Source: an optimization exercise on an open RTL-to-GDS flow (aim: small area, a short achievable clock period and few clock cycles per item). Production flows keep margins and buffers that such runs may drop. The clock input has no modelled driver; a real chip could not lean on it and would need a root buffer or a full tree. No activity file was given, so power comes from the tool's default toggle rates.

== main ==
==> flow/design.v <==
`timescale 1ns/10ps
`default_nettype none
module wr_req_merge_top (
  input  wire                                        clk,
  input  wire                                        rst_n,
  input  wire [5-1:0]                    req_en,
  input  wire [5*32-1:0] req_data,
  output logic [5-1:0]                   req_avail_in,
  input  wire                                        avail_out,
  output logic                                       out_en,
  output logic [32-1:0]              out_data
);
  localparam int P = 5;
  localparam int DW = 32;
  localparam int BL = 4;
  logic [DW-1:0] slot [0:P*BL-1];
  logic [P*(BL+1)-1:0] cnt;   
  logic [P*2-1:0] wp;         
  logic [P*BL-1:0] le;        
  logic [P-1:0] we;
  logic [P-1:0] full;
  logic av_r;
  logic active;               
  logic [P-1:0] cur;          
  logic [BL-1:0] widx;        
  logic [P*BL-1:0] sel;       
  logic [P-1:0] nxt;          
  logic nv;
  logic [P-1:0] rr;           
  logic [P-1:0] cand;
  logic [P-1:0] pick;
  logic any;
  logic send;
  logic last;
  logic load;
  assign cand = full & ~(cur & {P{active}}) & ~(nxt & {P{nv}});
  assign any = |cand;
  always_comb begin
    logic found;
    pick = '0;
    found = 1'b0;
    for (int k = 0; k < P; k++) begin
      for (int i = 0; i < P; i++) begin
        if (rr[k] && !found && cand[(k + i) % P]) begin
          pick[(k + i) % P] = 1'b1;
          found = 1'b1;
        end
      end
    end
  end
  assign send = av_r && active;
  assign last = send && widx[BL-1];
  assign load = last || !active;
  for (genvar i = 0; i < P; i++) begin : gen_sel
    assign sel[BL*i +: BL] = widx & {BL{cur[i]}};
  end
  always_ff @(posedge clk or negedge rst_n) begin
    if (!rst_n) begin
      av_r <= 1'b0;
      active <= 1'b0;
      cur <= '0;
      widx <= BL'(1);
      nxt <= '0;
      nv <= 1'b0;
      rr <= P'(1);
      out_en <= 1'b0;
    end else begin
      av_r <= avail_out;
      out_en <= send;
      if (load) begin
        cur <= nv ? nxt : pick;
        active <= nv || any;
        widx <= BL'(1);
      end else if (send) begin
        widx <= {widx[BL-2:0], widx[BL-1]};
      end
      if (!load && !nv) begin
        nxt <= pick;
        nv <= any;
      end else if (load) begin
        nv <= 1'b0;
      end
      if (!nv && any) begin
        rr <= {pick[P-2:0], pick[P-1]};
      end
    end
  end
  for (genvar i = 0; i < P; i++) begin : gen_client
    logic [1:0] wpi;
    logic [1:0] wpx;
    logic [BL:0] ci;
    logic rdi;
    logic fulln;
    assign wpi = wp[2*i +: 2];
    assign ci = cnt[(BL+1)*i +: BL+1];
    assign we[i] = req_en[i];
    assign rdi = send && cur[i];
    assign wpx = wpi + {1'b0, we[i]};
    assign fulln = !rdi && (we[i] ? ci[BL-1] : ci[BL]);
    assign full[i] = ci[BL];
    for (genvar j = 0; j < BL; j++) begin : gen_le
      assign le[BL*i+j] = (wpi == 2'(j)) && !ci[BL];
    end
    for (genvar j = 0; j < BL; j++) begin : gen_slot
      always_ff @(posedge clk) begin
        if (le[BL*i+j]) begin
          slot[BL*i+j] <= req_data[DW*i +: DW];
        end
      end
    end
    always_ff @(posedge clk or negedge rst_n) begin
      if (!rst_n) begin
        cnt[(BL+1)*i +: BL+1] <= (BL+1)'(1);
        wp[2*i +: 2] <= '0;
        req_avail_in[i] <= 1'b0;
      end else begin
        if (we[i] && !rdi) begin
          cnt[(BL+1)*i +: BL+1] <= {ci[BL-1:0], 1'b0};
        end else if (rdi && !we[i]) begin
          cnt[(BL+1)*i +: BL+1] <= {1'b0, ci[BL:1]};
        end
        wp[2*i +: 2] <= wpx;
        req_avail_in[i] <= !fulln;
      end
    end
  end
  always_ff @(posedge clk) begin
    logic [DW-1:0] d;
    d = '0;
    for (int k = 0; k < P*BL; k++) begin
      d = d | (slot[k] & {DW{sel[k]}});
    end
    out_data <= d;
  end
endmodule
`default_nettype wire
export LEC_CHECK = 0
export CAP_MARGIN = 20
export CORE_MARGIN = 2
export CORE_UTILIZATION = 70
export SETUP_SLACK_MARGIN = 3.5
export SLEW_MARGIN = 20
create_clock -name core_clock -period 5.5 [get_ports {clk}]
standard.sh (not shown) runs the stock make flow with config.mk's settings and CLKGATE_MAP_FILE= SYNTH_SCRIPT=/design/flow/synth_recipe.tcl, a recipe that flattens the netlist after the stock synthesis.
==> flow/flow/run.sh <==
#!/bin/bash
set -euo pipefail
here=$(cd "$(dirname "${BASH_SOURCE[0]}")" && pwd)
export CTS_ARGS="-sink_clustering_enable -repair_clock_nets -dont_use_dummy_load -sink_clustering_size 30 -sink_clustering_max_diameter 60 -buf_list sky130_fd_sc_hd__clkbuf_16"
export POST_CTS_TCL="$here/collapse_root.tcl"
export BUFFER_PORTS_ARGS="-buffer_cell sky130_fd_sc_hd__buf_2"
bash standard.sh > standard_flow.log 2>&1
==> flow/flow/collapse_root.tcl <==
set block [ord::get_db_block]
set clk_net [[$block findBTerm clk] getNet]
set loads {}
foreach it [$clk_net getITerms] {
  if {[[$it getMTerm] getIoType] eq "INPUT"} { lappend loads $it }
}
if {[llength $loads] == 1} {
  set root [[lindex $loads 0] getInst]
  set root_net ""
  foreach it [$root getITerms] {
    if {[[$it getMTerm] getIoType] eq "OUTPUT"} { set root_net [$it getNet] }
  }
  set outs {}
  foreach it [$root_net getITerms] {
    if {[[$it getMTerm] getIoType] eq "INPUT"} { lappend outs $it }
  }
  if {[string match *clkbuf* [[$root getMaster] getName]] && [llength $outs] <= 4} {
    puts "collapse_root: [$root getName] drove [llength $outs] cells; the clock port drives them now"
    foreach it $outs {
      $it disconnect
      $it connect $clk_net
    }
    odb::dbInst_destroy $root
    odb::dbNet_destroy $root_net
  } else {
    puts "collapse_root: root [$root getName] drives [llength $outs] cells; tree kept"
  }
}
--- input diff main..the feature branch ---
-- flow/design.v --
<<< main, line 15
  localparam int BL = 4;
  logic [DW-1:0] slot [0:P*BL-1];
  logic [P*(BL+1)-1:0] cnt;   
  logic [P*2-1:0] wp;         
  logic [P*BL-1:0] le;        
  logic [P-1:0] we;
  logic [P-1:0] full;
>>> the feature branch, line 15
  localparam int BL = 4;
  logic [DW-1:0] slot [0:P*BL-1];
  logic [P*BL-1:0] v;         
  logic [P*BL-1:0] wp;        
  logic [P*BL-1:0] le;        
  logic [P*BL-1:0] rd;        
  logic [P-1:0] we;
  logic [P-1:0] full;
<<< main, line 53
  assign load = last || !active;
  for (genvar i = 0; i < P; i++) begin : gen_sel
    assign sel[BL*i +: BL] = widx & {BL{cur[i]}};
  end
  always_ff @(posedge clk or negedge rst_n) begin
>>> the feature branch, line 54
  assign load = last || !active;
  for (genvar i = 0; i < P; i++) begin : gen_sel
    assign rd[BL*i +: BL] = widx & {BL{send && cur[i]}};
  end
  always_ff @(posedge clk or negedge rst_n) begin
<<< main, line 61
      cur <= '0;
      widx <= BL'(1);
      nxt <= '0;
      nv <= 1'b0;
>>> the feature branch, line 62
      cur <= '0;
      widx <= BL'(1);
      sel <= '0;
      nxt <= '0;
      nv <= 1'b0;
<<< main, line 72
        active <= nv || any;
        widx <= BL'(1);
      end else if (send) begin
        widx <= {widx[BL-2:0], widx[BL-1]};
      end
      if (!load && !nv) begin
>>> the feature branch, line 74
        active <= nv || any;
        widx <= BL'(1);
        for (int i = 0; i < P; i++) begin
          sel[BL*i +: BL] <= {BL{nv ? nxt[i] : pick[i]}} & BL'(1);
        end
      end else if (send) begin
        widx <= {widx[BL-2:0], widx[BL-1]};
        for (int i = 0; i < P; i++) begin
          sel[BL*i +: BL] <= {BL{cur[i]}} & {widx[BL-2:0], widx[BL-1]};
        end
      end
      if (!load && !nv) begin
<<< main, line 87
  end
  for (genvar i = 0; i < P; i++) begin : gen_client
    logic [1:0] wpi;
    logic [1:0] wpx;
    logic [BL:0] ci;
    logic rdi;
    logic fulln;
    assign wpi = wp[2*i +: 2];
    assign ci = cnt[(BL+1)*i +: BL+1];
    assign we[i] = req_en[i];
    assign rdi = send && cur[i];
    assign wpx = wpi + {1'b0, we[i]};
    assign fulln = !rdi && (we[i] ? ci[BL-1] : ci[BL]);
    assign full[i] = ci[BL];
    for (genvar j = 0; j < BL; j++) begin : gen_le
      assign le[BL*i+j] = (wpi == 2'(j)) && !ci[BL];
    end
    for (genvar j = 0; j < BL; j++) begin : gen_slot
      always_ff @(posedge clk) begin
>>> the feature branch, line 95
  end
  for (genvar i = 0; i < P; i++) begin : gen_client
    logic [BL-1:0] wpi;
    logic [BL-1:0] wpn;
    logic [BL-1:0] wpx;
    logic [BL-1:0] vn;
    logic [BL-1:0] fr;
    assign wpi = wp[BL*i +: BL];
    assign wpn = {wpi[BL-2:0], wpi[BL-1]};
    assign we[i] = req_en[i] && (|le[BL*i +: BL]);
    assign vn = (v[BL*i +: BL] & ~rd[BL*i +: BL]) | (wpi & {BL{we[i]}});
    assign wpx = we[i] ? wpn : wpi;
    for (genvar j = 0; j < BL; j++) begin : gen_slot
      always_ff @(posedge clk) begin
<<< main, line 111
    always_ff @(posedge clk or negedge rst_n) begin
      if (!rst_n) begin
        cnt[(BL+1)*i +: BL+1] <= (BL+1)'(1);
        wp[2*i +: 2] <= '0;
        req_avail_in[i] <= 1'b0;
      end else begin
        if (we[i] && !rdi) begin
          cnt[(BL+1)*i +: BL+1] <= {ci[BL-1:0], 1'b0};
        end else if (rdi && !we[i]) begin
          cnt[(BL+1)*i +: BL+1] <= {1'b0, ci[BL:1]};
        end
        wp[2*i +: 2] <= wpx;
        req_avail_in[i] <= !fulln;
      end
    end
>>> the feature branch, line 114
    always_ff @(posedge clk or negedge rst_n) begin
      if (!rst_n) begin
        v[BL*i +: BL] <= '0;
        le[BL*i +: BL] <= '0;
        full[i] <= 1'b0;
        wp[BL*i +: BL] <= BL'(1);
        req_avail_in[i] <= 1'b0;
      end else begin
        v[BL*i +: BL] <= vn;
        le[BL*i +: BL] <= wpx & ~vn;
        full[i] <= &vn;
        wp[BL*i +: BL] <= wpx;
        req_avail_in[i] <= |(wpx & ~vn);
      end
    end
[summary]
Changes observed in the feature branch relative to main: via-per-instance ratio increased by 3.1% relative to the old numbers; routability congestion estimate from global placement decreased by about 3.7% relative to the old numbers; final worst slack decreased by 0.12 ns relative to the old numbers; switching power decreased by about 50% relative to the old numbers.
Per the comparison of the feature branch with main, power in combinational cells fell by 81%, length of routed met2 wiring now sits higher, die area increased about 4.7%.
Taking main as the reference point, the cell area of the feature branch rises by 6.7%.
The run showing the greater post-synthesis cell count is the feature branch.
No run of this note included a check of the RTL's function; only the layout flow was run.

---

// wr_req_merge_top: RTL as listed in full above, without the edits since
Settings: LEC_CHECK=0, CAP_MARGIN=20, CORE_MARGIN=2, CORE_UTILIZATION=70, SETUP_SLACK_MARGIN=3.5, SLEW_MARGIN=20; clock period 5.5 ns.
==> flow/flow/run.sh <==
#!/bin/bash
set -euo pipefail
here=$(cd "$(dirname "${BASH_SOURCE[0]}")" && pwd)
export CTS_ARGS="-sink_clustering_enable -repair_clock_nets -dont_use_dummy_load -sink_clustering_size 30 -sink_clustering_max_diameter 60 -buf_list sky130_fd_sc_hd__clkbuf_16"
export POST_CTS_TCL="$here/collapse_root.tcl"
export BUFFER_PORTS_ARGS="-buffer_cell sky130_fd_sc_hd__buf_1"
bash standard.sh > standard_flow.log 2>&1
Scripts as last shown in full above: flow/flow/collapse_root.tcl
The baseline produced a clean layout.
Then changed:
--- a/flow/design.v
+++ b/flow/design.v
@@ -11,33 +11,47 @@
   output logic [32-1:0]              out_data
 );
   localparam int P = 5;
   localparam int DW = 32;
   localparam int BL = 4;
   logic [DW-1:0] slot [0:P*BL-1];
-  logic [P*(BL+1)-1:0] cnt;   
+  logic [P*3-1:0] cnt;        
   logic [P*2-1:0] wp;         
   logic [P*BL-1:0] le;        
   logic [P-1:0] we;
   logic [P-1:0] full;
+  logic [P-1:0] la;           
   logic av_r;
   logic active;               
   logic [P-1:0] cur;          
   logic [BL-1:0] widx;        
   logic [P*BL-1:0] sel;       
   logic [P-1:0] nxt;          
   logic nv;
   logic [P-1:0] rr;           
   logic [P-1:0] cand;
   logic [P-1:0] pick;
   logic any;
+  logic [P-1:0] almost;       
+  logic [P-1:0] cand_idle;
+  logic [P-1:0] pick_idle;
   logic send;
   logic last;
   logic load;
   assign cand = full & ~(cur & {P{active}}) & ~(nxt & {P{nv}});
   assign any = |cand;
+  assign cand_idle = full | (almost & req_en);
+  always_comb begin
+    pick_idle = '0;
+    for (int i = P - 1; i >= 0; i--) begin
+      if (cand_idle[i]) begin
+        pick_idle = '0;
+        pick_idle[i] = 1'b1;
+      end
+    end
+  end
   always_comb begin
     logic found;
     pick = '0;
     found = 1'b0;
     for (int k = 0; k < P; k++) begin
       for (int i = 0; i < P; i++) begin
@@ -64,66 +78,75 @@
       nv <= 1'b0;
       rr <= P'(1);
       out_en <= 1'b0;
     end else begin
       av_r <= avail_out;
       out_en <= send;
-      if (load) begin
+      if (!active) begin
+        cur <= pick_idle;
+        active <= |cand_idle;
+        widx <= BL'(1);
+      end else if (last) begin
         cur <= nv ? nxt : pick;
         active <= nv || any;
         widx <= BL'(1);
       end else if (send) begin
         widx <= {widx[BL-2:0], widx[BL-1]};
       end
       if (!load && !nv) begin
         nxt <= pick;
         nv <= any;
       end else if (load) begin
         nv <= 1'b0;
       end
-      if (!nv && any) begin
+      if (active && !nv && any) begin
         rr <= {pick[P-2:0], pick[P-1]};
       end
     end
   end
   for (genvar i = 0; i < P; i++) begin : gen_client
     logic [1:0] wpi;
     logic [1:0] wpx;
-    logic [BL:0] ci;
+    logic [2:0] ci;
     logic rdi;
     logic fulln;
+    logic lan;
     assign wpi = wp[2*i +: 2];
-    assign ci = cnt[(BL+1)*i +: BL+1];
+    assign ci = cnt[3*i +: 3];
     assign we[i] = req_en[i];
     assign rdi = send && cur[i];
     assign wpx = wpi + {1'b0, we[i]};
-    assign fulln = !rdi && (we[i] ? ci[BL-1] : ci[BL]);
-    assign full[i] = ci[BL];
+    assign fulln = rdi ? (we[i] && ci[2]) : (we[i] ? (ci == 3'd3) : ci[2]);
+    assign full[i] = ci[2];
+    assign almost[i] = (ci == 3'd3);
+    assign lan = fulln && avail_out && active && !last && cur[i];
     for (genvar j = 0; j < BL; j++) begin : gen_le
-      assign le[BL*i+j] = (wpi == 2'(j)) && !ci[BL];
+      assign le[BL*i+j] = (wpi == 2'(j)) && (!ci[2] || la[i]);
     end
     for (genvar j = 0; j < BL; j++) begin : gen_slot
       always_ff @(posedge clk) begin
         if (le[BL*i+j]) begin
           slot[BL*i+j] <= req_data[DW*i +: DW];
         end
       end
     end
     always_ff @(posedge clk or negedge rst_n) begin
       if (!rst_n) begin
-        cnt[(BL+1)*i +: BL+1] <= (BL+1)'(1);
+        cnt[3*i +: 3] <= '0;
         wp[2*i +: 2] <= '0;
         req_avail_in[i] <= 1'b0;
+        la[i] <= 1'b0;
       end else begin
+        la[i] <= lan;
         if (we[i] && !rdi) begin
-          cnt[(BL+1)*i +: BL+1] <= {ci[BL-1:0], 1'b0};
+          cnt[3*i +: 3] <= ci + 3'd1;
         end else if (rdi && !we[i]) begin
-          cnt[(BL+1)*i +: BL+1] <= {1'b0, ci[BL:1]};
+          cnt[3*i +: 3] <= ci - 3'd1;
         end
         wp[2*i +: 2] <= wpx;
-        req_avail_in[i] <= !fulln;
+        req_avail_in[i] <= !fulln || lan;
       end
     end
   end
   always_ff @(posedge clk) begin
     logic [DW-1:0] d;
     d = '0;
After rerunning: Final area grows by 1.3%. First-iteration DRC count shrinks by 16%. Critical path depth stays the same. Synthesized area grows by 0.49%. Power grows by 7.8%. Worst setup slack degrades by 0.018 ns. Synthesized cell count grows by 1.1%. Die area grows by 0.48%. Hold slack degrades by 0.016 ns. Clock skew grows by 0.035 ns.
No functional check of the RTL was part of any run of this note.

---

Setup of the reference run:
Another version of the RTL of wr_req_merge_top (not shown whole).
Size in the first run: ~1,500 cells after synthesis, roughly 770 flip-flops, roughly 210 I/O pins, ~0.027 mm² of cells after synthesis.
==> module wr_req_merge_top, before the edit <==
module wr_req_merge_top (
  input  wire                                        clk,
  input  wire                                        rst_n,
  input  wire [5-1:0]                    req_en,
  input  wire [5*32-1:0] req_data,
  output logic [5-1:0]                   req_avail_in,
  input  wire                                        avail_out,
  output logic                                       out_en,
  output logic [32-1:0]              out_data
);
  localparam int P = 5;
  localparam int DW = 32;
  localparam int BL = 4;
  logic [DW-1:0] slot [0:P*BL-1];
  logic [P*BL-1:0] v;         
  logic [P*BL-1:0] wp;        
  logic [P*BL-1:0] le;        
  logic [P*BL-1:0] rd;        
  logic [P-1:0] we;
  logic [P-1:0] full;
  logic av_r;
  logic active;               
  logic [P-1:0] cur;          
  logic [BL-1:0] widx;        
  logic [P*BL-1:0] sel;       
  logic [P-1:0] nxt;          
  logic nv;
  logic [P-1:0] rr;           
  logic [P-1:0] cand;
  logic [P-1:0] pick;
  logic any;
  logic send;
  logic last;
  logic load;
  assign cand = full & ~(cur & {P{active}}) & ~(nxt & {P{nv}});
  assign any = |cand;
  always_comb begin
    logic found;
    pick = '0;
    found = 1'b0;
    for (int k = 0; k < P; k++) begin
      for (int i = 0; i < P; i++) begin
        if (rr[k] && !found && cand[(k + i) % P]) begin
          pick[(k + i) % P] = 1'b1;
          found = 1'b1;
        end
      end
    end
  end
  assign send = av_r && active;
  assign last = send && widx[BL-1];
  assign load = last || !active;
  for (genvar i = 0; i < P; i++) begin : gen_sel
    assign sel[BL*i +: BL] = widx & {BL{cur[i]}};
    assign rd[BL*i +: BL] = sel[BL*i +: BL] & {BL{send}};
  end
  always_ff @(posedge clk or negedge rst_n) begin
    if (!rst_n) begin
      av_r <= 1'b0;
      active <= 1'b0;
      cur <= '0;
      widx <= BL'(1);
      nxt <= '0;
      nv <= 1'b0;
      rr <= P'(1);
      out_en <= 1'b0;
    end else begin
      av_r <= avail_out;
      out_en <= send;
      if (load) begin
        cur <= nv ? nxt : pick;
        active <= nv || any;
        widx <= BL'(1);
      end else if (send) begin
        widx <= {widx[BL-2:0], widx[BL-1]};
      end
      if (!load && !nv) begin
        nxt <= pick;
        nv <= any;
      end else if (load) begin
        nv <= 1'b0;
      end
      if (!nv && any) begin
        rr <= {pick[P-2:0], pick[P-1]};
      end
    end
  end
  for (genvar i = 0; i < P; i++) begin : gen_client
    logic [BL-1:0] wpi;
    logic [BL-1:0] wpn;
    logic [BL-1:0] wpx;
    logic [BL-1:0] vn;
    logic [BL-1:0] fr;
    assign wpi = wp[BL*i +: BL];
    assign wpn = {wpi[BL-2:0], wpi[BL-1]};
    assign we[i] = req_en[i] && (|le[BL*i +: BL]);
    assign vn = (v[BL*i +: BL] & ~rd[BL*i +: BL]) | (wpi & {BL{we[i]}});
    assign wpx = we[i] ? wpn : wpi;
    for (genvar j = 0; j < BL; j++) begin : gen_slot
      always_ff @(posedge clk) begin
        if (le[BL*i+j]) begin
          slot[BL*i+j] <= req_data[DW*i +: DW];
        end
      end
    end
    always_ff @(posedge clk or negedge rst_n) begin
      if (!rst_n) begin
        v[BL*i +: BL] <= '0;
        le[BL*i +: BL] <= '0;
        full[i] <= 1'b0;
        wp[BL*i +: BL] <= BL'(1);
        req_avail_in[i] <= 1'b0;
      end else begin
        v[BL*i +: BL] <= vn;
        le[BL*i +: BL] <= wpx & ~vn;
        full[i] <= &vn;
        wp[BL*i +: BL] <= wpx;
        req_avail_in[i] <= |(wpx & ~vn);
      end
    end
  end
  always_ff @(posedge clk) begin
    logic [DW-1:0] d;
    d = '0;
    for (int k = 0; k < P*BL; k++) begin
      d = d | (slot[k] & {DW{sel[k]}});
    end
    out_data <= d;
  end
endmodule
Settings: LEC_CHECK=0, CAP_MARGIN=20, CORE_MARGIN=2, CORE_UTILIZATION=70, SETUP_SLACK_MARGIN=3.5, SLEW_MARGIN=20; clock period 5.5 ns.
==> flow/flow/run.sh <==
#!/bin/bash
set -euo pipefail
here=$(cd "$(dirname "${BASH_SOURCE[0]}")" && pwd)
export CTS_ARGS="-sink_clustering_enable -repair_clock_nets -dont_use_dummy_load -sink_clustering_size 30 -sink_clustering_max_diameter 60 -buf_list sky130_fd_sc_hd__clkbuf_16"
export POST_CTS_TCL="$here/collapse_root.tcl"
export BUFFER_PORTS_ARGS="-buffer_cell sky130_fd_sc_hd__buf_2"
bash standard.sh > standard_flow.log 2>&1
Scripts as last shown in full above: flow/flow/collapse_root.tcl
## Diff of input files: the trial run against the reference run
-- flow/design.v --
<<< the reference run, line 20
  logic [P*BL-1:0] rd;        
  logic [P-1:0] we;
  logic [P-1:0] full;
  logic av_r;
  logic active;               
>>> the trial run, line 20
  logic [P*BL-1:0] rd;        
  logic [P-1:0] we;
  logic [P-1:0] full;        
  logic [P-1:0] almost;      
  logic av_r;
  logic active;               
<<< the reference run, line 35
  logic last;
  logic load;
  assign cand = full & ~(cur & {P{active}}) & ~(nxt & {P{nv}});
  assign any = |cand;
  always_comb begin
>>> the trial run, line 36
  logic last;
  logic load;
  assign cand = (full | (almost & req_en)) & ~(cur & {P{active}});
  assign any = |cand;
  always_comb begin
<<< the reference run, line 93
    logic [BL-1:0] wpx;
    logic [BL-1:0] vn;
    logic [BL-1:0] fr;
    assign wpi = wp[BL*i +: BL];
    assign wpn = {wpi[BL-2:0], wpi[BL-1]};
    assign we[i] = req_en[i] && (|le[BL*i +: BL]);
    assign vn = (v[BL*i +: BL] & ~rd[BL*i +: BL]) | (wpi & {BL{we[i]}});
    assign wpx = we[i] ? wpn : wpi;
    for (genvar j = 0; j < BL; j++) begin : gen_slot
      always_ff @(posedge clk) begin
>>> the trial run, line 94
    logic [BL-1:0] wpx;
    logic [BL-1:0] vn;
    logic [BL-1:0] len;
    assign wpi = wp[BL*i +: BL];
    assign wpn = {wpi[BL-2:0], wpi[BL-1]};
    assign we[i] = req_en[i];
    assign vn = (v[BL*i +: BL] & ~rd[BL*i +: BL]) | (wpi & {BL{we[i]}});
    assign wpx = we[i] ? wpn : wpi;
    assign len = wpx & ~vn;
    for (genvar j = 0; j < BL; j++) begin : gen_slot
      always_ff @(posedge clk) begin
<<< the reference run, line 111
        le[BL*i +: BL] <= '0;
        full[i] <= 1'b0;
        wp[BL*i +: BL] <= BL'(1);
        req_avail_in[i] <= 1'b0;
      end else begin
        v[BL*i +: BL] <= vn;
        le[BL*i +: BL] <= wpx & ~vn;
        full[i] <= &vn;
        wp[BL*i +: BL] <= wpx;
        req_avail_in[i] <= |(wpx & ~vn);
>>> the trial run, line 113
        le[BL*i +: BL] <= '0;
        full[i] <= 1'b0;
        almost[i] <= 1'b0;
        wp[BL*i +: BL] <= BL'(1);
        req_avail_in[i] <= 1'b0;
      end else begin
        v[BL*i +: BL] <= vn;
        le[BL*i +: BL] <= len;
        full[i] <= &vn;
        almost[i] <= (&(vn | len)) && (|len);
        wp[BL*i +: BL] <= wpx;
        req_avail_in[i] <= |(wpx & ~vn);
## What came out
The trial run ended with more via count of the first global-routing pass than the reference run. Of the two candidates, the reference run has the better worst setup slack and the trial run the worse one. The trial run vs. the reference run: count of distinct cell types in the synthesized netlist now sits higher, largest stage delay on the critical path now sits lower, worst hold slack now sits at about the same level, total met3 wirelength after detailed routing now sits lower. Headroom to the max-slew limit: the trial run and the reference run compared, lower one is the trial run. Diff the reference run -> the trial run | cell count after synthesis | down by a few percent.
Function was not checked in any run of this note: the RTL went through the layout flow alone.

-- port drivers added, routing unchanged --
The flow's constraints put no driver on any port. The routed layouts listed below were extracted and timed again, unchanged, in two steps. Step 1: set_driving_cell puts a clkbuf_16 on clk and a buf_2 on each other input, an assumption about the parent block. Step 2 adds t to the input delays and takes it off the output delays; t is the mean of the earliest and latest rising clock arrival at the registers after step 1. Input paths then give back, and output paths get back, about the clock's delay inside the block. Slacks: no drivers / after step 1 / after step 2; pairs: no drivers / after step 1.
run | t (ns) | setup slack, ns | worst setup path after step 2
main | 0.493 | 3.504 / 3.385 / 3.525 | input to register
the feature branch | 0.499 | 3.387 / 3.306 / 3.073 | input to register
the first run of note 2 | 0.499 | 3.497 / 3.375 / 3.467 | input to register
the second run of note 2 | 0.483 | 3.478 / 3.360 / 3.161 | input to register
the reference run | 0.499 | 3.469 / 3.352 / 3.051 | input to register
the trial run | 0.496 | 3.300 / 3.356 / 2.883 | input to register
After both steps every run listed still meets setup and hold. The setup slack of the reference run, which loses most, moves by -0.117 ns with the drivers and by -0.418 ns with both steps.
